This is an optimization exercise on Yosys and OpenROAD, whose aim is small area, a short achievable clock period and few clock cycles per item, not a production implementation.
Only simulation tests tie the RTL to the original design; equivalence was not proved.
Power and IR drop assume default switching activity.

== the baseline ==
// fltr_sched
module fltr_sched #(
   parameter int unsigned NCH  = 4,
   parameter int unsigned TAPS = 4,
   parameter int unsigned DW   = 16,
   parameter int unsigned CW   = 16,
   parameter int unsigned OW   = 32
) (
   input  logic                     clk,
   input  logic                     rst_n,
   input  logic [NCH-1:0]           req_vld,
   input  logic [NCH*DW-1:0]        req_data,
   output logic [NCH-1:0]           req_rdy,
   input  logic                     cfg_we,
   input  logic [$clog2(TAPS)-1:0]  cfg_addr,
   input  logic [CW-1:0]            cfg_coef,
   output logic                     cfg_busy,
   output logic                     out_vld,
   input  logic                     out_rdy,
   output logic [$clog2(NCH)-1:0]   out_ch,
   output logic [OW-1:0]            out_data
);
clock: 11.0 ns
lec_check: 0
cap_margin: 20
core_margin: 2
core_utilization: 60
cts_cluster_diameter: 100
cts_cluster_size: 24
slew_margin: 20
synth_hierarchical: 1
synth_minimum_keep_size: 0
tns_end_percent: 5
standard.sh (not shown) runs the stock make flow with config.mk's settings and CLKGATE_MAP_FILE= SYNTH_SCRIPT=/design/flow/synth_recipe.tcl, a recipe that flattens the netlist after the stock synthesis.
==> flow/flow/run.sh <==
#!/bin/bash
# Standard synthesis (bash standard.sh synth) and the standard layout, with a larger
# setup slack margin for ORFS's repair_timing steps so the layout is optimised beyond the
# 11 ns constraint. Logs: synth.log, layout.log (ORFS's per-step logs are under orfs/logs).
set -uo pipefail
MARGIN=6.0
bash standard.sh synth > synth.log 2>&1 || { tail -50 synth.log; exit 1; }
bash standard.sh SETUP_SLACK_MARGIN=$MARGIN "BUFFER_PORTS_ARGS=-buffer_cell sky130_fd_sc_hd__buf_4" REMOVE_ABC_BUFFERS=1 finish > layout.log 2>&1 || { tail -50 layout.log; exit 1; }
Testbench counts of the baseline, summed over its fixed seeds: cycles 2,064, items 2,048.
diff inputs: the baseline => the candidate
--- a/flow/design.v
+++ b/flow/design.v
@@ -1771,25 +1771,31 @@
    assign c32_0 = og_[31];
    assign c33_0 = og_[32] | (op_[32] & c32_0);
    assign s_hi0 = {op_[33] ^ c33_0, op_[32] ^ c32_0, op_[31]};
    assign c32_1 = og_[31] | op_[31];
    assign c33_1 = og_[32] | (op_[32] & c32_1);
    assign s_hi1 = {op_[33] ^ c33_1, op_[32] ^ c32_1, !op_[31]};
    logic ovf0, ovf1;
    assign ovf0 = !(s_hi0 == 3'b000 || s_hi0 == 3'b111);
    assign ovf1 = !(s_hi1 == 3'b000 || s_hi1 == 3'b111);
-   logic [31:0] sat0, sat1, sat;
-   assign sat0 = ovf0 ? {s_hi0[2], {31{!s_hi0[2]}}} : {s_hi0[0], s_lo};
-   assign sat1 = ovf1 ? {s_hi1[2], {31{!s_hi1[2]}}} : {s_hi1[0], s_lo};
+   logic [31:0] sat;
    logic [3:0] c31;
    for (genvar m = 0; m < 4; m++) begin : g_c31
       fltr_gn u_g (.gh(gl[4][30]), .ph(pl[4][30]), .gl(gl[4][14]), .g(c31[m]));
-      assign sat[8*m +: 8] = c31[m] ? sat1[8*m +: 8] : sat0[8*m +: 8];
+   end
+   for (genvar i = 0; i < 32; i++) begin : g_out
+      if (i < 31) begin : g_lo
+         fltr_omux u_om (.c(c31[i / 8]), .s0(s_lo[i]), .o0(ovf0), .k0(!s_hi0[2]),
+                         .s1(s_lo[i]), .o1(ovf1), .k1(!s_hi1[2]), .y(sat[i]));
+      end else begin : g_hi
+         fltr_omux u_om (.c(c31[i / 8]), .s0(s_hi0[0]), .o0(ovf0), .k0(s_hi0[2]),
+                         .s1(s_hi1[0]), .o1(ovf1), .k1(s_hi1[2]), .y(sat[i]));
+      end
    end
    always_ff @(posedge clk or negedge rst_n) begin
       if (!rst_n) begin
          hp_q    <= hp_for(3);
          bone    <= '0;
          btwo    <= '0;
          bneg    <= '0;
          cnt_q   <= '0;
          a_vld_q <= 1'b0;
@@ -1843,18 +1849,22 @@
    assign p = !(ph && pl);
 endmodule
 module fltr_gt (input logic gh, input logic ph, input logic gl, output logic g);
    assign g = !(gh || (ph && gl));
 endmodule
 module fltr_rdy (input logic vg, input logic [3:0] v, input logic [3:0] m, input logic stall,
                  input logic ordy, output logic rdy);
    assign rdy = vg && ((v & m) == 4'b0) && (!stall || ordy);
 endmodule
+module fltr_omux (input logic c, input logic s0, input logic o0, input logic k0,
+                  input logic s1, input logic o1, input logic k1, output logic y);
+   assign y = c ? (o1 ? k1 : s1) : (o0 ? k0 : s0);
+endmodule
 module fltr_sel4 (input logic [3:0] s, input logic [3:0] d, output logic y);
    assign y = |(s & d);
 endmodule
 module fltr_fa (input logic a, input logic b, input logic c, output logic s, output logic co);
    assign s  = a ^ b ^ c;
    assign co = (a & b) | (a & c) | (b & c);
 endmodule
 module fltr_ha (input logic a, input logic b, output logic s, output logic co);
    assign s  = a ^ b;
==> run notes <==
Per the comparison of the candidate with the baseline, number of signal-net buffers in the layout up 34; worst endpoint data arrival time up 2620 ps; total instance count after detailed placement up 0.72%; worst slack on hold paths down 4.5 ps.
Going from the baseline to the candidate, the total met2 wirelength after detailed routing was found to have gone up by 3.3%.
The flow did not stop early for the candidate: all stages ran, and the layout cleared the timing, design-rule and antenna checks.
In the tables for the baseline and the candidate, summed instance area of the synthesized netlist reads lower with the baseline.
Leakage power figure up 4.2% in the candidate wrt the baseline
Diff the baseline -> the candidate | synthesized cell count | down slightly
Summary of the candidate over the baseline: cell count rose by 39; post-route cell area now larger; share of the cycle needed by the critical path after routing picked up an extra 0.60 points.
Testbench counts of the candidate, summed over its fixed seeds: cycles 2,064, items 2,048.

[static timing again, ports no longer ideal]
No port has a modelled driver above. Below, the same layouts with a new extraction and two added sets of constraints.
Step 1 (the two cells are an assumption about what drives the block):
set clk [get_ports {clk}]
set_driving_cell -lib_cell sky130_fd_sc_hd__clkbuf_16 $clk
set_driving_cell -lib_cell sky130_fd_sc_hd__buf_2 [delete_from_list [all_inputs] $clk]
Step 2 adds t to the input delays and takes it off the output delays; t is the mean of the earliest and latest rising clock arrival at the registers after step 1. Input paths then give back, and output paths get back, about the clock's delay inside the block.
a / b / c = ideal ports / drivers / drivers and shift; a / b = the first two.
run | t (ns) | slack for setup (ns) | hold WS [ns] | cell pins on the clock port's net
the baseline | 0.675 | 5.879 / 5.813 / 5.904 | 0.433 / 0.433 / 0.433 | 1
the candidate | 0.688 | 5.814 / 5.795 / 5.814 | 0.429 / 0.429 / 0.429 | 1
After both steps setup and hold are still met in every run listed.
